What follows belongs to an exercise in optimizing a design on an open flow for small area, a short achievable clock period and few clock cycles; a production flow would make more cautious choices. Only simulation tests tie the RTL to the original design; equivalence was not proved.

## flow/design.v (module list and top-level ports; edited modules follow where they fit)
// module mul_unit: 971 lines
// module bignum_top: 519 lines
module bignum_top
(
    input  logic              i_clk,
    input  logic              i_rst_n,
    input  logic              i_req_valid,
    output logic              o_req_ready,
    input  logic [1:0]        i_req_op,
    input  logic [19:0]       i_req_a_addr,
    input  logic [19:0]       i_req_b_addr,
    input  logic [19:0]       i_req_dst_addr,
    input  logic [7:0]        i_req_a_len,
    input  logic [7:0]        i_req_b_len,
    output logic              o_rsp_valid,
    input  logic              i_rsp_ready,
    output logic [7:0]        o_rsp_len,
    output logic [19:0]       o_mem_addr,
    output logic              o_mem_we,
    output logic [15:0]       o_mem_wdata,
    input  logic [15:0]       i_mem_rdata
);
  // ...
==> flow/flow/run.sh <==
#!/bin/bash
# The standard layout flow (the standard.sh: the standard synthesis, then
# ORFS to the final layout with the same SDC and clock period), except that
# every input and output port gets a sky130_fd_sc_hd__buf_1 as its port
# buffer instead of the cell buffer_ports picks by default. Each tool's full
# output goes to its ORFS log under orfs/logs; make's output to standard.log.
set -euo pipefail
bash standard.sh "BUFFER_PORTS_ARGS=-buffer_cell sky130_fd_sc_hd__buf_1" SETUP_SLACK_MARGIN=5.4 finish > standard.log 2>&1
==> flow/standard.sh <==
#!/bin/bash
# synth_recipe.tcl (not shown) runs the flow's synth.tcl, then flattens the netlist and writes it again
# the make line also repeats each setting of config.mk as NAME=value (left out here)
make -C /OpenROAD-flow-scripts/flow DESIGN_CONFIG=/design/flow/config.mk WORK_HOME=/design/flow/orfs CLKGATE_MAP_FILE= SYNTH_SCRIPT=/design/flow/synth_recipe.tcl "${@:-finish}"
==> flow/config.mk <==
export PLATFORM = sky130hd
export DESIGN_NAME = bignum_top
export DESIGN_NICKNAME = bignum_top
export VERILOG_FILES = /design/flow/design.v
export SDC_FILE = /design/flow/constraint.sdc
export NUM_CORES = 4
export LEC_CHECK = 0
export ABC_AREA = 1
export ABC_CLOCK_PERIOD_IN_PS = 3000
export CAP_MARGIN = 20
export CORE_MARGIN = 5
export CORE_UTILIZATION = 40
export SETUP_SLACK_MARGIN = 5
export SLEW_MARGIN = 20
==> flow/constraint.sdc <==
create_clock -name core_clock -period 9.0 [get_ports {i_clk}]
set_input_delay 1.8000 -clock core_clock [delete_from_list [all_inputs] [get_ports {i_clk}]]
set_output_delay 1.8000 -clock core_clock [all_outputs]
set_load 0.01 [all_outputs]
==> qor.txt, run 1 <==
status: finished clean
GR Overflow Total: 0
row count: 96
multi-input gates: 2158
EDFF count, synth: 226
wire per inst: 18.8 um
number of clock buffers in the layout: 66
WHS Endpoint: x0[6]
post-synthesis simple-gate area fraction: 0.182
H-Tree Depth: 2
fin area: 30700 um2
RSZ-0062 raised after global routing: no
CTS clk-pin slew, worst paths: 0.06 ns
Util after Layout: 0.449
TritonCTS clock tree: built
hold path startpoint: x1[6]
Most Crowded Layer GR: met2
FFs & Latches: 426
final std cells w/o fill: 4324
Seq/Total Area, Yosys: 0.395
Hold Slack: 0.322 ns
initial DRC count: 1957
slowest CP cell: fa_1
reg-to-reg startpoint: q0[0]
Place WS: 5.28 ns
setup_tns: 0 ns
Post-Route Skew: 0.0547 ns
Final Wtd Congestion: 0.947
Synth Area in Compound Gates: 0.105
Logic inverters: 593
post-synthesis xor/xnor area fraction: 0.0597
vias per std cell: 5.13
Area Growth Syn to Fin: 11.8%
r2r setup slk: 5.53 ns
Critical Path Max Stage Delay: 0.46 ns
worst setup path class: reg -> reg
most common cell after layout, fill and taps aside: nand2_1
Diodes inserted: 6
Testbench counts, summed over its fixed seeds: cycles 11,716.
==> run 2, diff against run 1 <==
--- a/flow/flow/run.sh
+++ b/flow/flow/run.sh
@@ -6,3 +6,3 @@
 # output goes to its ORFS log under orfs/logs; make's output to standard.log.
 set -euo pipefail
-bash standard.sh "BUFFER_PORTS_ARGS=-buffer_cell sky130_fd_sc_hd__buf_1" SETUP_SLACK_MARGIN=5.4 finish > standard.log 2>&1
+bash standard.sh "BUFFER_PORTS_ARGS=-buffer_cell sky130_fd_sc_hd__buf_1" SETUP_SLACK_MARGIN=6.0 finish > standard.log 2>&1
==> run 2 against run 1 <==
Still clean on timing, DRC and antenna. Die area unchanged. Area after synthesis unchanged. Cell count is 2.9% higher. Worst hold slack got worse by 0.0024 ns. Design area increased by 12%. Critical path type unchanged. Critical endpoint is now q1[15].
==> qor.txt, run 2 <==
launching element of the worst setup path: b_two[5]
CTS Sinks: 426
Worst-Margin Slew: 0.963 ns
DIE WIDTH: 272 um
row count: 96 (unchanged)
Largest register FFs: 32
fin. max-slew vios: 0
setup_tns: 0 ns (unchanged)
Arr. time, crit path: 3.78 ns
initial DRC count: 1819 (-7.1%)
Cell Area, Synth: 27400 um2
Util after Layout: 0.505 (+0.0561)
status: finished clean
RSZ-0062 raised after global routing: yes
vias per std cell: 5.26 (+2.5%)
1st-pass router iterations: 6
Synth area leaders: edfxtp_1 25%, dfxtp_1 14%, fa_1 10%, nand2_1 9.6%, inv_1 7.7%
vias in the first global route: 22648
synth cell count leaders: 699 x nand2_1, 561 x inv_1, 248 x nor2_1
input/output buffers: 144
first-pass GRT wire length: 130 mm
Starting Density: 0.402
Worst EP required: 9.47 ns
TritonCTS clock tree: built
Synth top area share: 0.247
die height: 272 um
Clock Tree Buf Depth: 3
commonest cells after routing, fill and taps aside: 541 x nand2_1, 470 x inv_1, 234 x nor2_1
final wirelength: 86.7 mm
Final Wtd Congestion: 0.984 (+3.8%)
largest net degree at the start of global routing: 69
biggest regs: q0 x32, q1 x31
crit start category: flip-flop
EDFF count, synth: 226 (unchanged)
Seq/Total Area, Yosys: 0.395 (unchanged)
post-synth top area cell: edfxtp_1
wire per inst: 19.5 um (+3.7%)
initial antenna violation count: 11
Synthesized Nets: 3644
most common cell in the netlist: nand2_1
Biggest register: q0
final setup fails: 0
GRT Overall Usage: 0.222
Crit. End Element: flip-flop
Hold Buf Count CTS: 0
Gate Count Post-Synth: 3274
GR Overflow Total: 0 (unchanged)
fraction of registers with async set/reset: 0.0282
layout net count: 3892
Post-Route Skew: 0.0629 ns (+0.00817 ns)
Antenna Nets Post-Route: 0
Post-synth top flop: edfxtp_1
most common cell after layout, fill and taps aside: nand2_1
Worst Hold Class: reg -> reg
DP Wirelength: 62.1 mm
yosys warns: 1
post-synthesis cell type count: 57
core area: 68300 um2
Inserted Clock Buffers: 48
Layout fillers: 6215
endpoints failing hold: 0
reg-to-reg startpoint: b_two[5]
share of post-route cells with drive strength above 1: 0.234
min Tclk post-route: 3.31 ns
crit share post-route: 0.367
worst setup path class: reg -> reg
Area Growth Syn to Fin: 25.8%
Slew headroom: 0.356
FMAX: 0.303 GHz
CTS clk-pin slew, worst paths: 0.07 ns (about the same)
Root Buffer: clkbuf_16
FF+latch count, synth: 426
DRC: 0
H-Tree Depth: 2 (unchanged)
hold path startpoint: x1[15]
worst skew pair latency: 0.64 ns
DR vias: 23390
Avg Cell Area, Syn: 8.38 um2
Max-Cap Viols: 0
full die area: 74000 um2
CP max FO: 5
I/O pins: 145
==> run 2: cell count changes in the layout (fill, tap and decap cells not counted), moves of 32 or more <==
cell | previous run | this run
nand2_1 | 697 | 541
fa_1 | 138 | 84
o22ai_1 | 137 | 105
nand2_4 | 1 | 56
nand3_1 | 121 | 78
buf_6 | 0 | 40
inv_2 | 9 | 66
fa_2 | 0 | 54
nand2_2 | 3 | 98
inv_1 | 559 | 470
buf_4 | 23 | 106
==> run 2: worst max-delay path: stages, from the launching register on <==
cell        delay, ns
edfxtp_1         0.44
buf_4            0.16
clkinvlp_2       0.21
o22ai_1          0.31
xor2_1           0.16
fa_1             0.39
inv_1            0.08
fa_1             0.44
fa_2             0.57
fa_2             0.42
==> run 2: final cells by class <==
cell class	instances	area [um2]	area share
multi-input combinational	2158	16500	0.478
sequential	426	10900	0.316
inverter	593	2430	0.0704
timing repair buffer	291	1920	0.0557
clock buffer	61	1290	0.0374
tap	882	1100	0.0320
clock inverter	29	318	0.00921
timing repair inverter	4	27.5	0.000797
antenna	6	15.0	0.000435
==> run 2: timing repair <==
action,CTS,global route
setup endpoints to repair,144,141
pin swaps,122,162
gates cloned,4,0
resized for setup,405,366
setup buffers,76,57
==> run 2: final timing paths <==
check / to / slack [ns] / cells past startpoint
min: x0[15] / 0.32 / 0
min in group asynchronous: we_q / 1.24 / 1
max: q1[15] / 5.69 / 9
min reg2reg: x0[15] / 0.32 / 0
max reg2reg: q1[15] / 5.69 / 9
max in group asynchronous: cur[1] / 7.23 / 1
==> run 2: logic make-up after synthesis <==
family,synth area share
AO/OA/AOI/OAI,0.105
buffers and inverters,0.0957
flip-flops,0.395
XOR/XNOR,0.0597
AND/OR/NAND/NOR,0.182
adder cells (fa/ha/maj),0.162
multiplexers,0.000775
==> run 2: per-layer routing <==
metal | share of wire | track usage | wire [um] | up-vias
li1 | - | - | - | 11102
met1 | 0.41 | 0.295 | 35500 | 11074
met2 | 0.47 | 0.365 | 40400 | 948
met3 | 0.080 | 0.0446 | 6890 | 258
met4 | 0.044 | 0.0760 | 3810 | 8
met5 | 0.00070 | 0 | 61 | -
==> run 2: metrics by stage <==
stage	cells	area [um2]	hold WS [ns]	worst slack, ns
6_report	4450	34500	0.320	5.69
5_1_grt	4447	34500	0.317	5.62
4_1_cts	4387	32700	0.320	5.74
3_5_place_dp	4217	29000	0.312	5.18
3_3_place_gp	4216	29000	0.310	5.19
2_1_floorplan	3274	27700	0.310	5.90
==> run 3, diff against run 2 <==
--- a/flow/flow/run.sh
+++ b/flow/flow/run.sh
@@ -6,3 +6,3 @@
 # output goes to its ORFS log under orfs/logs; make's output to standard.log.
 set -euo pipefail
-bash standard.sh "BUFFER_PORTS_ARGS=-buffer_cell sky130_fd_sc_hd__buf_1" SETUP_SLACK_MARGIN=6.0 finish > standard.log 2>&1
+bash standard.sh "BUFFER_PORTS_ARGS=-buffer_cell sky130_fd_sc_hd__buf_1" SETUP_SLACK_MARGIN=5.7 finish > standard.log 2>&1
--- a/flow/config.mk
+++ b/flow/config.mk
@@ -10,5 +10,5 @@
 export CAP_MARGIN = 20
 export CORE_MARGIN = 5
-export CORE_UTILIZATION = 40
+export CORE_UTILIZATION = 55
 export SETUP_SLACK_MARGIN = 5
 export SLEW_MARGIN = 20
==> run 3 against run 2 <==
Still clean. Design area is 8.1% lower. Sequential share of layout area grew 2.7 points. Area after synthesis is the same. Cell count down 6.3%. Maximum frequency grew 1.2%. Worst setup slack better by 0.038 ns. Non-clock buffer count is 61 lower. Routed wire length fell by 0.37%. Via count rose by 0.33%. Highest routed layer unchanged.
==> qor.txt, run 3 <==
setup_tns: 0 ns (unchanged)
DRC: 0 (unchanged)
input/output buffers: 144 (unchanged)
biggest regs: q0 x32, q1 x31
layout net count: 3830 (-1.6%)
fin area: 31700 um2 (-8.1%)
TritonCTS clock tree: built
Synth top area share: 0.247 (unchanged)
Layout fillers: 4199 (-32%)
Starting Density: 0.558 (+0.157)
Root Buffer: clkbuf_16
Area Growth Syn to Fin: 15.6%
min Tclk post-route: 3.27 ns (-0.0384 ns)
crit start category: flip-flop
full die area: 54500 um2 (-26%)
most common cell in the netlist: nand2_1
CTS clk-pin slew, worst paths: 0.06 ns (about the same)
Final WS setup: 5.73 ns (+0.0384 ns)
final wirelength: 86.3 mm (-0.37%)
RSZ-0062 raised after global routing: yes
most common cell after layout, fill and taps aside: nand2_1
Placement Cell Area: 28500 um2 (-1.5%)
DIE WIDTH: 233 um (-14%)
initial DRC count: 2628 (+44%)
WHS Endpoint: x1[5]
Synthesized Nets: 3644 (unchanged)
first-pass GRT wire length: 130 mm (+0.32%)
DR vias: 23468 (+0.33%)
FF+latch count, synth: 426 (unchanged)
worst-case reg-to-reg path depth: 10 (+1)
Worst Hold Class: reg -> reg
r2r setup slk: 5.73 ns (+0.04 ns)
Worst EP required: 9.46 ns (about the same)
commonest cells after routing, fill and taps aside: 654 x nand2_1, 516 x inv_1, 237 x nor2_1
GR Overflow Total: 0 (unchanged)
Max-Cap Viols: 0 (unchanged)
Final Wtd Congestion: 0.990 (+0.64%)
area of the multi-input gates: 14700 um2 (-11%)
post-synth top area cell: edfxtp_1
1st-pass router iterations: 7 (+1)
status: finished clean
endpoints failing hold: 0 (unchanged)
Biggest register: q0
Gate Count Post-Synth: 3274 (unchanged)
Inserted Clock Buffers: 47 (-2.1%)
Clock Tree Buf Depth: 3 (unchanged)
Most Crowded Layer GR: met2
fraction of registers with async set/reset: 0.0282 (unchanged)
EDFF count, synth: 226 (unchanged)
synth cell count leaders: 699 x nand2_1, 561 x inv_1, 248 x nor2_1
post-synthesis cell type count: 57 (unchanged)
met1 Use GR: 0.406 (+0.111)
routing usage on met2: 0.497 (+0.133)
yosys warns: 1 (unchanged)
Post-synth top flop: edfxtp_1
Crit. End Element: flip-flop
Worst R2R End: q1[14]
initial antenna violation count: 8 (-3)
FF+latch area: 10900 um2 (-0.30%)
row count: 81 (-16%)
core area: 49200 um2 (-28%)
fin. max-slew vios: 0 (unchanged)
hold path startpoint: x2[5]
wire per inst: 20.7 um (+6.3%)
Worst-Margin Slew: 1.12 ns (+0.156 ns)
CP max FO: 6 (+1)
Hold Path Depth: 0 (unchanged)
Largest register FFs: 32 (unchanged)
Seq/Total Area, Yosys: 0.395 (unchanged)
Cell Area, Synth: 27400 um2 (unchanged)
crit share post-route: 0.363 (-0.00427)
largest net degree at the start of global routing: 91 (+32%)
share of post-route cells with drive strength above 1: 0.122 (-0.112)
grt met3 use: 0.0694 (+0.0248)
vias per std cell: 5.63 (+7.1%)
FMAX: 0.306 GHz (+1.2%)
final setup fails: 0 (unchanged)
GRT Overall Usage: 0.309 (+0.0868)
Arr. time, crit path: 3.73 ns (-0.05 ns)
Post-Route Skew: 0.0285 ns (-0.0344 ns)
Avg Cell Area, Syn: 8.38 um2 (unchanged)
I/O pins: 145 (unchanged)
vias in the first global route: 22720 (+0.32%)
DP Wirelength: 64.5 mm (+3.9%)
Hold Buf Count CTS: 0 (unchanged)
Synth area leaders: edfxtp_1 25%, dfxtp_1 14%, fa_1 10%, nand2_1 9.6%, inv_1 7.7%
Slew headroom: 0.252 (-0.104)
CTS Sinks: 426 (unchanged)
H-Tree Depth: 2 (unchanged)
Antenna Nets Post-Route: 0 (unchanged)
worst setup path class: reg -> reg
worst skew pair latency: 0.61 ns (-0.03 ns)
die height: 233 um (-14%)
Place WS: 5.27 ns (+0.0926 ns)
reg-to-reg startpoint: b_one[3]
Util after Layout: 0.645 (+0.140)
## run 3: metrics by stage
step                hold WS (ns)  instances
finish                     0.325       4169
global route               0.331       4166
global placement           0.311       3997
CTS                        0.326       4104
detailed placement         0.312       3997
floorplan                  0.310       3274
## run 3: routing by layer
metal / wire (um) / share of wire / vias to the layer above
met3: 7420 / 0.086 / 206
met1: 34900 / 0.40 / 11186
met2: 39800 / 0.46 / 1103
li1: - / - / 10969
met4: 4180 / 0.048 / 4
met5: 21 / 0.00024 / -
## run 3: how the worst max path moves through the flow
| stage | startpoint | end | slack [ns] | cells past startpoint |
|---|---|---|---|---|
| after floorplan | breg[1] | q1[12] | 5.76 | 8 |
| after global placement | breg[9] | q1[23] | 5.37 | 7 |
| after detailed placement | breg[9] | q1[22] | 5.27 | 7 |
| after CTS | b_two[3] | q1[22] | 5.68 | 8 |
| after global routing | q1[9] | creg[11] | 5.65 | 16 |
| final | b_one[3] | q1[14] | 5.73 | 10 |
## run 3: cell families (layout without fill, tap and decap cells)
kind of cell    after synthesis  in the layout  synth area share
compound gates              497            497             0.105
mux                           2              2          0.000775
fa+ha+maj                   272            272             0.162
buf+inv                     690            915            0.0957
simple gates               1200           1200             0.182
xor+xnor                    187            187            0.0597
other cells                   0              6                 0
flops                       426            426             0.395
## run 3: critical path: stages (launching register included)
cell	delay [ns]
edfxtp_1	0.45
clkinvlp_2	0.34
buf_4	0.26
o22ai_1	0.17
xor2_1	0.09
ha_1	0.28
inv_1	0.06
fa_1	0.43
inv_1	0.11
fa_1	0.47
fa_1	0.47
## run 3: layout make-up
class | instances | area share
Timing Repair Buffer | 230 | 0.0410
Sequential cell | 426 | 0.343
Inverter | 593 | 0.0736
Antenna cell | 6 | 0.000473
Timing Repair inverter | 4 | 0.000710
Clock inverter | 27 | 0.00935
Tap cell | 664 | 0.0262
Multi-Input combinational cell | 2158 | 0.465
Clock buffer | 61 | 0.0410
## run 3: what timing repair did
action,CTS,global route
gates resized for setup,86,177
gates cloned,0,4
pin swaps,4,47
setup buffers,19,55
endpoints found under the setup margin,85,76
==> run 4, diff against run 3 <==
--- a/flow/config.mk
+++ b/flow/config.mk
@@ -10,5 +10,5 @@
 export CAP_MARGIN = 20
 export CORE_MARGIN = 5
-export CORE_UTILIZATION = 55
+export CORE_UTILIZATION = 40
 export SETUP_SLACK_MARGIN = 5
 export SLEW_MARGIN = 20
==> run 4 against run 3 <==
Maximum frequency is 0.36% lower. Still clean. Register-to-register slack hardly changed. Cell count increased by 5.1%. Critical endpoint is now q1[16]. Non-clock buffer count shrank 9. Largest cell class unchanged.
==> qor.txt, run 4 <==
vias in the first global route: 21415 (-5.7%)
full die area: 74000 um2 (+36%)
synth cell count leaders: 699 x nand2_1, 561 x inv_1, 248 x nor2_1
Antenna Nets Post-Route: 0 (unchanged)
FMAX: 0.305 GHz (-0.36%)
Hold Slack: 0.321 ns (-0.00364 ns)
wire per inst: 18.8 um (-9.4%)
Worst EP required: 9.45 ns (about the same)
setup_tns: 0 ns (unchanged)
most common cell after layout, fill and taps aside: nand2_1
Starting Density: 0.402 (-0.157)
endpoints failing hold: 0 (unchanged)
FF+latch count, synth: 426 (unchanged)
Max-Cap Viols: 0 (unchanged)
Crit path max-delay family: adder cells
fin. max-slew vios: 0 (unchanged)
Biggest register: q0
Largest register FFs: 32 (unchanged)
initial DRC count: 2196 (-16%)
Synth area leaders: edfxtp_1 25%, dfxtp_1 14%, fa_1 10%, nand2_1 9.6%, inv_1 7.7%
crit start category: flip-flop
Layout fillers: 6658 (+59%)
Gate Count Post-Synth: 3274 (unchanged)
1st-pass router iterations: 6 (-1)
share of post-route cells with drive strength above 1: 0.102 (-0.0198)
post-synthesis simple-gate area fraction: 0.182 (unchanged)
status: finished clean
core area: 68300 um2 (+39%)
GR Overflow Total: 0 (unchanged)
H-Tree Depth: 2 (unchanged)
Slew headroom: 0.284 (+0.0322)
main combinational cell family by area after synthesis: simple AND/OR/NAND/NOR gates
Synth Area in Compound Gates: 0.105 (unchanged)
CTS clk-pin slew, worst paths: 0.06 ns (about the same)
first-pass GRT wire length: 124 mm (-4.8%)
Synth top area share: 0.247 (unchanged)
area of the multi-input gates: 14600 um2 (-1.1%)
met3 WL post-DR: 6.58 mm (-11%)
Root Buffer: clkbuf_16
Post-synth top flop: edfxtp_1
post-synthesis cell type count: 57 (unchanged)
EDFF count, synth: 226 (unchanged)
fraction of registers with async set/reset: 0.0282 (unchanged)
DP Wirelength: 61.9 mm (-4.0%)
Avg Cell Area, Syn: 8.38 um2 (unchanged)
commonest cells after routing, fill and taps aside: 681 x nand2_1, 540 x inv_1, 239 x nor2_1
FF+latch area: 10900 um2 (about the same)
Crit. End Element: flip-flop
I/O pins: 145 (unchanged)
GRT Overall Usage: 0.213 (-0.0963)
mux share of post-synthesis cell area: 0.000775 (unchanged)
Area Growth Syn to Fin: 16.1%
Arr. time, crit path: 3.73 ns (about the same)
yosys warns: 1 (unchanged)
post-synthesis xor/xnor area fraction: 0.0597 (unchanged)
Worst-Margin Slew: 1.07 ns (-0.0473 ns)
min Tclk post-route: 3.28 ns (+0.0118 ns)
CP max FO: 4 (-2)
DR vias: 22645 (-3.5%)
final wirelength: 82.2 mm (-4.8%)
post-synth top area cell: edfxtp_1
layout net count: 3822 (-0.21%)
final setup fails: 0 (unchanged)
Hold Buf Count CTS: 0 (unchanged)
Critical Path Max Stage Delay: 0.51 ns (+0.04 ns)
Inserted Clock Buffers: 48 (+2.1%)
CTS Sinks: 426 (unchanged)
vias per std cell: 5.17 (-8.2%)
Final Wtd Congestion: 0.993 (+0.29%)
biggest regs: q0 x32, q1 x31
cell breakdown of the critical path: clkinvlp_2, o22ai_1, xor2_1, fa_1, fa_1, inv_1, fa_1, fa_1
metal2 WL: 37.7 mm (-5.4%)
die height: 272 um (+17%)
largest net degree at the start of global routing: 69 (-24%)
Buf/Inv on CP: 2 (-2)
worst setup path class: reg -> reg
row count: 96 (+19%)
most common cell in the netlist: nand2_1
Cell Area, Synth: 27400 um2 (unchanged)
DIE WIDTH: 272 um (+17%)
Seq/Total Area, Yosys: 0.395 (unchanged)
worst skew pair latency: 0.64 ns (+0.03 ns)
DRC: 0 (unchanged)
Post-Route Skew: 0.0670 ns (+0.0385 ns)
TritonCTS clock tree: built
input/output buffers: 144 (unchanged)
crit share post-route: 0.364 (+0.00131)
slowest CP cell: edfxtp_1
post-route met1 wirelength: 35.3 mm (+1.2%)
Worst Hold Class: reg -> reg
Adder-Cell Fraction of Synth Area: 0.162 (unchanged)
RSZ-0062 raised after global routing: yes
Most common cell on crit path: fa_1
Clock Tree Buf Depth: 3 (unchanged)
Synthesized Nets: 3644 (unchanged)
initial antenna violation count: 7 (-1)
Max Used Layer: met5
-- run 4: cell types whose count changed in the layout (fill, tap and decap cells not counted), sizes merged --
| cell | delta |
|---|---|
| clkbuf | +11 |
| buf | -10 |
| clkinvlp | -7 |
| inv | -1 |
-- run 4: layout make-up --
type,instances,share of cell area
clock buffer,71,0.0469
antenna,6,0.000471
multi-input combinational,2158,0.458
clock inverter,19,0.00825
tap,882,0.0346
timing repair buffer,221,0.0368
inverter,593,0.0733
sequential,426,0.341
timing repair inverter,4,0.000864
-- run 4: worst paths after layout --
kind / from / end / slack [ns] / depth (start not counted)
setup / recovery: b_one[2] / q1[16] / 5.72 / 8
hold / removal: x1[11] / x0[11] / 0.32 / 0
setup reg to reg: b_one[2] / q1[16] / 5.72 / 8
hold reg to reg: x1[11] / x0[11] / 0.32 / 0
max in group asynchronous: i_rst_n / rsp_q / 7.28 / 1
min in group asynchronous: i_rst_n / state[2] / 1.22 / 1
-- run 4: logic make-up after synthesis --
kind of cell | Yosys count
muxes | 2
and+or+nand+nor | 1200
adders and majority gates | 272
DFF | 426
buffers and inverters | 690
xor gates and xnor gates | 187
AOI/OAI and AO/OA | 497
-- run 4: layer usage --
layer / GRT usage / vias up
li1: - / 10939
met2: 0.347 / 872
met4: 0.0614 / 2
met5: 0 / -
met1: 0.287 / 10662
met3: 0.0457 / 170
-- run 4: per-stage QoR --
| stage | std cells | setup slack, ns | utilization | cell area [um2] |
|---|---|---|---|---|
| 2_1_floorplan | 3274 | 5.76 | - | 27400 |
| 3_3_place_gp | 4216 | 5.25 | 0.422 | 28800 |
| 3_5_place_dp | 4217 | 5.24 | 0.422 | 28800 |
| 4_1_cts | 4324 | 5.69 | 0.452 | 30900 |
| 5_1_grt | 4375 | 5.57 | 0.466 | 31800 |
| 6_report | 4380 | 5.72 | 0.466 | 31900 |
-- run 4: what timing repair did --
action / 4_1_cts / 5_1_grt
gates cloned: 0 / 4
setup endpoints to repair: 69 / 95
hold endpoints to repair: 0 / 0
pin swaps: 2 / 30
gates resized for setup: 54 / 129
setup buffers: 17 / 46
==> run 5, diff against run 4 <==
==> flow/flow/run.sh (replaced) <==
#!/bin/bash
# The standard layout flow (the standard.sh: the standard synthesis, then
# ORFS to the final layout with the same SDC and clock period) with two
# changes to how the layout is made:
#  - every input and output port still gets a buffer, but a
#    sky130_fd_sc_hd__buf_1 instead of the cell buffer_ports picks by default;
set -euo pipefail
bash standard.sh "BUFFER_PORTS_ARGS=-buffer_cell sky130_fd_sc_hd__buf_1" SETUP_SLACK_MARGIN=5.7 finish > standard.log 2>&1
==> run 5 against run 4 <==
Global-route usage did not move. First-iteration DRC count did not move. Worst setup slack did not move. Critical path depth did not move. Largest cell class unchanged.
==> qor.txt, run 5 <==
Synth area leaders: edfxtp_1 25%, dfxtp_1 14%, fa_1 10%, nand2_1 9.6%, inv_1 7.7%
Worst Hold Class: reg -> reg
post-synthesis simple-gate area fraction: 0.182 (unchanged)
post-synth top area cell: edfxtp_1
hold path startpoint: x1[11]
fraction of registers with async set/reset: 0.0282 (unchanged)
DR vias: 22645 (unchanged)
Post-synth top flop: edfxtp_1
GR Overflow Total: 0 (unchanged)
input/output buffers: 144 (unchanged)
Avg Cell Area, Syn: 8.38 um2 (unchanged)
I/O pins: 145 (unchanged)
GRT Overall Usage: 0.213 (unchanged)
main combinational cell family by area after synthesis: simple AND/OR/NAND/NOR gates
Adder-Cell Fraction of Synth Area: 0.162 (unchanged)
1st-pass router iterations: 6 (unchanged)
biggest regs: q0 x32, q1 x31
status: finished clean
Clock Tree Buf Depth: 3 (unchanged)
Worst-Margin Slew: 1.07 ns (unchanged)
worst-case reg-to-reg path depth: 8 (unchanged)
FF+latch count, synth: 426 (unchanged)
largest net degree at the start of global routing: 69 (unchanged)
dpl cells: 4217 (unchanged)
crit share post-route: 0.364 (unchanged)
fin. max-slew vios: 0 (unchanged)
worst skew pair latency: 0.64 ns (about the same)
CP max FO: 4 (unchanged)
DP Wirelength: 61.9 mm (unchanged)
wire per inst: 18.8 um (unchanged)
full die area: 74000 um2 (unchanged)
Post-Route Skew: 0.0670 ns (unchanged)
crit start category: flip-flop
CTS Sinks: 426 (unchanged)
r2r setup slk: 5.72 ns (about the same)
final wirelength: 82.2 mm (unchanged)
yosys warns: 1 (unchanged)
layout net count: 3822 (unchanged)
Starting Density: 0.402 (unchanged)
commonest cells after routing, fill and taps aside: 681 x nand2_1, 540 x inv_1, 239 x nor2_1
Antenna Nets Post-Route: 0 (unchanged)
Arr. time, crit path: 3.73 ns (about the same)
Synth top area share: 0.247 (unchanged)
initial DRC count: 2196 (unchanged)
fin area: 31900 um2 (unchanged)
Placement Cell Area: 28800 um2 (unchanged)
TritonCTS clock tree: built
first-pass GRT wire length: 124 mm (unchanged)
Crit. End Element: flip-flop
setup_tns: 0 ns (unchanged)
EDFF count, synth: 226 (unchanged)
Worst R2R End: q1[16]
core area: 68300 um2 (unchanged)
Cell Area, Synth: 27400 um2 (unchanged)
initial antenna violation count: 7 (unchanged)
vias in the first global route: 21415 (unchanged)
post-synthesis cell type count: 57 (unchanged)
H-Tree Depth: 2 (unchanged)
most common cell in the netlist: nand2_1
final std cells w/o fill: 4380 (unchanged)
Max-Cap Viols: 0 (unchanged)
Slew headroom: 0.284 (unchanged)
Gate Count Post-Synth: 3274 (unchanged)
mux share of post-synthesis cell area: 0.000775 (unchanged)
RSZ-0062 raised after global routing: yes
Synth Area in Compound Gates: 0.105 (unchanged)
Final Wtd Congestion: 0.993 (unchanged)
Hold Path Depth: 0 (unchanged)
Biggest register: q0
endpoints failing hold: 0 (unchanged)
DIE WIDTH: 272 um (unchanged)
vias per std cell: 5.17 (unchanged)
DRC: 0 (unchanged)
min Tclk post-route: 3.28 ns (unchanged)
synth cell count leaders: 699 x nand2_1, 561 x inv_1, 248 x nor2_1
die height: 272 um (unchanged)
reg-to-reg startpoint: b_one[2]
final setup fails: 0 (unchanged)
Synthesized Nets: 3644 (unchanged)
WHS Endpoint: x0[11]
Largest register FFs: 32 (unchanged)
most common cell after layout, fill and taps aside: nand2_1
FMAX: 0.305 GHz (unchanged)
share of post-route cells with drive strength above 1: 0.102 (unchanged)
row count: 96 (unchanged)
Seq/Total Area, Yosys: 0.395 (unchanged)
post-synthesis xor/xnor area fraction: 0.0597 (unchanged)
Worst EP required: 9.45 ns (about the same)
CTS clk-pin slew, worst paths: 0.06 ns (about the same)
Area Growth Syn to Fin: 16.1% (unchanged)
Inserted Clock Buffers: 48 (unchanged)
Root Buffer: clkbuf_16
worst setup path class: reg -> reg
[run 5: worst max-delay path by stage]
stage                     startpoint           to  slack (ns)  cells past startpoint
after floorplan              breg[1]       q1[12]        5.76                      8
after detailed placement       q0[0]      creg[1]        5.24                     19
final                       b_one[2]       q1[16]        5.72                      8
after global placement         q0[0]        r0[1]        5.25                     18
after global routing          cur[3]      creg[7]        5.57                      8
after CTS                    rsel[8]  wdata_q[10]        5.69                     12
[run 5: per-stage QoR]
| step | hold WS [ns] | utilization | worst slack (ns) |
|---|---|---|---|
| 5_1_grt | 0.331 | 0.466 | 5.57 |
| 4_1_cts | 0.321 | 0.452 | 5.69 |
| 2_1_floorplan | 0.310 | - | 5.76 |
| 6_report | 0.321 | 0.466 | 5.72 |
| 3_3_place_gp | 0.310 | 0.422 | 5.25 |
| 3_5_place_dp | 0.312 | 0.422 | 5.24 |
[run 5: worst max-delay path, stage by stage, from the launching register on]
cell,delay [ns]
edfxtp_1,0.51
clkinvlp_2,0.26
o22ai_1,0.26
xor2_1,0.21
fa_1,0.48
fa_1,0.43
inv_1,0.09
fa_1,0.45
fa_1,0.46
[run 5: kinds of logic after synthesis]
logic type / count (synthesis)
flip-flops: 426
multiplexers: 2
XOR/XNOR: 187
buffers and inverters: 690
AND/OR/NAND/NOR: 1200
AO/OA/AOI/OAI: 497
adder cells (fa/ha/maj): 272
[run 5: area by class of cell]
| class | instances | area, um2 |
|---|---|---|
| Fill cell | 6658 | 36500 |
| Multi-Input combinational cell | 2158 | 14600 |
| Tap cell | 882 | 1100 |
| Timing Repair inverter | 4 | 27.5 |
| Clock buffer | 71 | 1500 |
| Antenna cell | 6 | 15.0 |
| Timing Repair Buffer | 221 | 1170 |
| Inverter | 593 | 2340 |
| Sequential cell | 426 | 10900 |
| Clock inverter | 19 | 263 |
[run 5: per-layer routing]
metal	GRT usage	vias up	part of all wire
li1	-	10939	-
met1	0.287	10662	0.43
met2	0.347	872	0.46
met3	0.0457	170	0.080
met4	0.0614	2	0.032
met5	0	-	0.00016
[run 5: repair_timing]
item,CTS,global route
hold buffers,0,0
resized for setup,54,129
endpoints found under the setup margin,69,95
cloned,0,4
pin swaps,2,30
setup buffers,17,46
==> run 6, diff against run 5 <==
--- a/flow/flow/run.sh
+++ b/flow/flow/run.sh
@@ -6,3 +6,3 @@
 #    sky130_fd_sc_hd__buf_1 instead of the cell buffer_ports picks by default;
 set -euo pipefail
-bash standard.sh "BUFFER_PORTS_ARGS=-buffer_cell sky130_fd_sc_hd__buf_1" SETUP_SLACK_MARGIN=5.7 finish > standard.log 2>&1
+bash standard.sh "BUFFER_PORTS_ARGS=-buffer_cell sky130_fd_sc_hd__buf_1" SETUP_SLACK_MARGIN=5.85 finish > standard.log 2>&1
==> run 6 against run 5 <==
Still clean. Non-clock buffer count increased by 29. Via count is 2.9% higher. Global-route usage rose by 0.77 points. Die area stayed put. Clock skew is 0.010 ns lower. Worst hold slack worse by 0.0017 ns. Cell count up 0.73%. Sequential cell count stayed put. Routed wire length increased by 4.9%. First-iteration DRC count increased by 5.8%. Highest routed layer unchanged.
==> qor.txt, run 6 <==
full die area: 74000 um2 (unchanged)
Clock Tree Buf Depth: 3 (unchanged)
Largest register FFs: 32 (unchanged)
dpl cells: 4218 (+0.024%)
share of post-route cells with drive strength above 1: 0.173 (+0.0712)
H-Tree Depth: 2 (unchanged)
Worst EP required: 9.38 ns (-0.07 ns)
largest net degree at the start of global routing: 62 (-10%)
GRT Overall Usage: 0.220 (+0.00770)
1st-pass router iterations: 6 (unchanged)
Synth area leaders: edfxtp_1 25%, dfxtp_1 14%, fa_1 10%, nand2_1 9.6%, inv_1 7.7%
input/output buffers: 144 (unchanged)
yosys warns: 1 (unchanged)
layout net count: 3853 (+0.81%)
EDFF count, synth: 226 (unchanged)
Util after Layout: 0.486 (+0.0198)
Worst Hold Class: reg -> reg
Buf/Inv on CP: 3 (+1)
reg-to-reg startpoint: q0[9]
first-pass GRT wire length: 128 mm (+3.7%)
Starting Density: 0.402 (unchanged)
Worst-Margin Slew: 1.06 ns (-0.00932 ns)
crit start category: flip-flop
CP max FO: 5 (+1)
Root Buffer: clkbuf_16
initial antenna violation count: 10 (+3)
endpoints failing hold: 0 (unchanged)
most common cell in the netlist: nand2_1
slowest CP cell: fa_1
worst-case reg-to-reg path depth: 16 (+8)
Critical Path Max Stage Delay: 0.49 ns (-0.02 ns)
worst skew pair latency: 0.63 ns (about the same)
vias in the first global route: 22026 (+2.9%)
main combinational cell family by area after synthesis: simple AND/OR/NAND/NOR gates
DIE WIDTH: 272 um (unchanged)
DP Wirelength: 62.6 mm (+1.1%)
row count: 96 (unchanged)
cell depth of the worst setup path: 16 (+8)
core area: 68300 um2 (unchanged)
r2r setup slk: 5.74 ns (+0.02 ns)
Synth Area in Compound Gates: 0.105 (unchanged)
cell breakdown of the critical path: inv_1, fa_1, fa_1, inv_1, ha_4, nand2_4, inv_1, nand2_1, nand2_1, a21oi_2, nand2_4, nand2_4, nand3_4, and2_4, nand2_1, nand2_1
commonest cells after routing, fill and taps aside: 591 x nand2_1, 505 x inv_1, 233 x nor2_1
Arr. time, crit path: 3.63 ns (-0.10 ns)
Biggest register: q0
Final WS setup: 5.74 ns (+0.0218 ns)
fraction of registers with async set/reset: 0.0282 (unchanged)
Place WS: 5.19 ns (-0.0452 ns)
Hold Buf Count CTS: 0 (unchanged)
RSZ-0062 raised after global routing: yes
setup_tns: 0 ns (unchanged)
Worst R2R End: r0[14]
CTS Sinks: 426 (unchanged)
Area Growth Syn to Fin: 21.0%
DR vias: 23305 (+2.9%)
TritonCTS clock tree: built
Most common cell on crit path: nand2_1
initial DRC count: 2323 (+5.8%)
I/O pins: 145 (unchanged)
Seq/Total Area, Yosys: 0.395 (unchanged)
Crit path max-delay family: adder cells
min Tclk post-route: 3.26 ns (-0.0218 ns)
post-synthesis simple-gate area fraction: 0.182 (unchanged)
Antenna Nets Post-Route: 0 (unchanged)
final wirelength: 86.2 mm (+4.9%)
worst setup path class: reg -> reg
Synthesized Nets: 3644 (unchanged)
mux share of post-synthesis cell area: 0.000775 (unchanged)
FF+latch count, synth: 426 (unchanged)
most common cell after layout, fill and taps aside: nand2_1
Crit. End Element: flip-flop
Layout fillers: 6382 (-4.1%)
Post-Route Skew: 0.0567 ns (-0.0103 ns)
DRC: 0 (unchanged)
post-synth top area cell: edfxtp_1
GR Overflow Total: 0 (unchanged)
final std cells w/o fill: 4412 (+0.73%)
Cell Area, Synth: 27400 um2 (unchanged)
fin. max-slew vios: 0 (unchanged)
CTS clk-pin slew, worst paths: 0.06 ns (about the same)
die height: 272 um (unchanged)
Max-Cap Viols: 0 (unchanged)
Avg Cell Area, Syn: 8.38 um2 (unchanged)
synth cell count leaders: 699 x nand2_1, 561 x inv_1, 248 x nor2_1
Synth top area share: 0.247 (unchanged)
vias per std cell: 5.28 (+2.2%)
biggest regs: q0 x32, q1 x31
Post-synth top flop: edfxtp_1
Setup crit end: r0[14]
post-synthesis cell type count: 57 (unchanged)
Slew headroom: 0.291 (+0.00698)
launching element of the worst setup path: q0[9]
post-synthesis xor/xnor area fraction: 0.0597 (unchanged)
status: finished clean
Adder-Cell Fraction of Synth Area: 0.162 (unchanged)
Inserted Clock Buffers: 48 (unchanged)
wire per inst: 19.5 um (+4.1%)
Final Wtd Congestion: 0.989 (-0.36%)
Hold Slack: 0.320 ns (-0.00172 ns)
FMAX: 0.307 GHz (+0.67%)
final setup fails: 0 (unchanged)
Gate Count Post-Synth: 3274 (unchanged)
crit share post-route: 0.362 (-0.00242)
-- run 6: changes by cell type in the layout (fill, tap and decap cells not counted), sizes merged --
cell      delta
buf         +29
clkbuf       -7
inv          -4
clkinv      +11
bufinv       +1
clkinvlp     +1
diode        +1
-- run 6: what timing repair did --
item / 4_1_cts / 5_1_grt
gates resized for setup: 156 / 352
setup buffers: 56 / 35
cloned: 3 / 3
pin swaps: 23 / 118
endpoints found under the setup margin: 99 / 120
-- run 6: how the worst min path moves through the flow --
stage / slack (ns) / cells after the start / from / end
finish: 0.32 / 0 / x1[2] / x0[2]
global route: 0.33 / 0 / x2[3] / x1[3]
CTS: 0.33 / 0 / x1[3] / x0[3]
detailed placement: 0.31 / 0 / x1[9] / x0[9]
global placement: 0.31 / 0 / x1[1] / x0[1]
floorplan: 0.31 / 0 / xr / cur_xr
-- run 6: final cells by class --
type	instances	area, um2	share of cell area
antenna	7	17.5	0.000527
clock buffer	64	1400	0.0420
clock inverter	26	315	0.00949
inverter	593	2390	0.0720
multi-input combinational	2158	15600	0.470
sequential	426	10900	0.327
tap	882	1100	0.0332
timing repair buffer	250	1480	0.0444
timing repair inverter	6	45.0	0.00136
-- run 6: kinds of logic (layout without fill, tap and decap cells) --
kind of cell             Yosys count  after routing
AO/OA/AOI/OAI                    497            497
XOR/XNOR                         187            187
adder cells (fa/ha/maj)          272            272
buffers and inverters            690            939
flip-flops                       426            426
multiplexers                       2              2
other                              0              7
AND/OR/NAND/NOR                 1200           1200
-- run 6: per-stage QoR --
| stage | instance area [um2] |
|---|---|
| after floorplan | 27500 |
| after global placement | 28900 |
| after detailed placement | 28900 |
| after CTS | 31700 |
| after global routing | 33200 |
| final | 33200 |
-- run 6: per-layer routing --
layer,global-route usage,vias to the layer above,part of all wire
met3,0.0403,225,0.081
li1,-,11017,-
met4,0.0703,6,0.038
met1,0.298,11078,0.42
met5,0,-,0.00048
met2,0.360,979,0.46

[port drivers added, routing unchanged]
In the flow no input, the clock included, has a driving cell. The finished layouts below were timed again as built, in two steps.
Step 1: set_driving_cell puts a clkbuf_16 on i_clk and a buf_2 on each other input, an assumption about the parent block.
Step 2 moves the port delays by t, midway between the first and last clock arrival at a register: inputs arrive t later, outputs are due t later. That takes back most of the time a late clock gives input paths.
Three values: ideal ports, drivers, drivers and shift; two values: the first two.
run	t, ns	setup WS [ns]	hold slack, ns	worst slew at a driven data input, ns
run 1	0.669	5.532 / 5.495 / 5.319	0.322 / 0.322 / 0.322	0.10
run 2	0.674	5.695 / 5.695 / 5.501	0.320 / 0.320 / 0.320	0.11
run 3	0.661	5.733 / 5.733 / 5.264	0.325 / 0.325 / 0.325	0.11
run 4	0.677	5.721 / 5.690 / 5.304	0.321 / 0.321 / 0.321	0.11
run 5	0.677	5.721 / 5.690 / 5.304	0.321 / 0.321 / 0.321	0.11
run 6	0.663	5.743 / 5.743 / 5.448	0.320 / 0.320 / 0.320	0.10
After both steps every run listed still meets setup and hold. The setup slack of run 3, which loses most, moves by 0.000 ns with the drivers and by -0.469 ns with both steps.
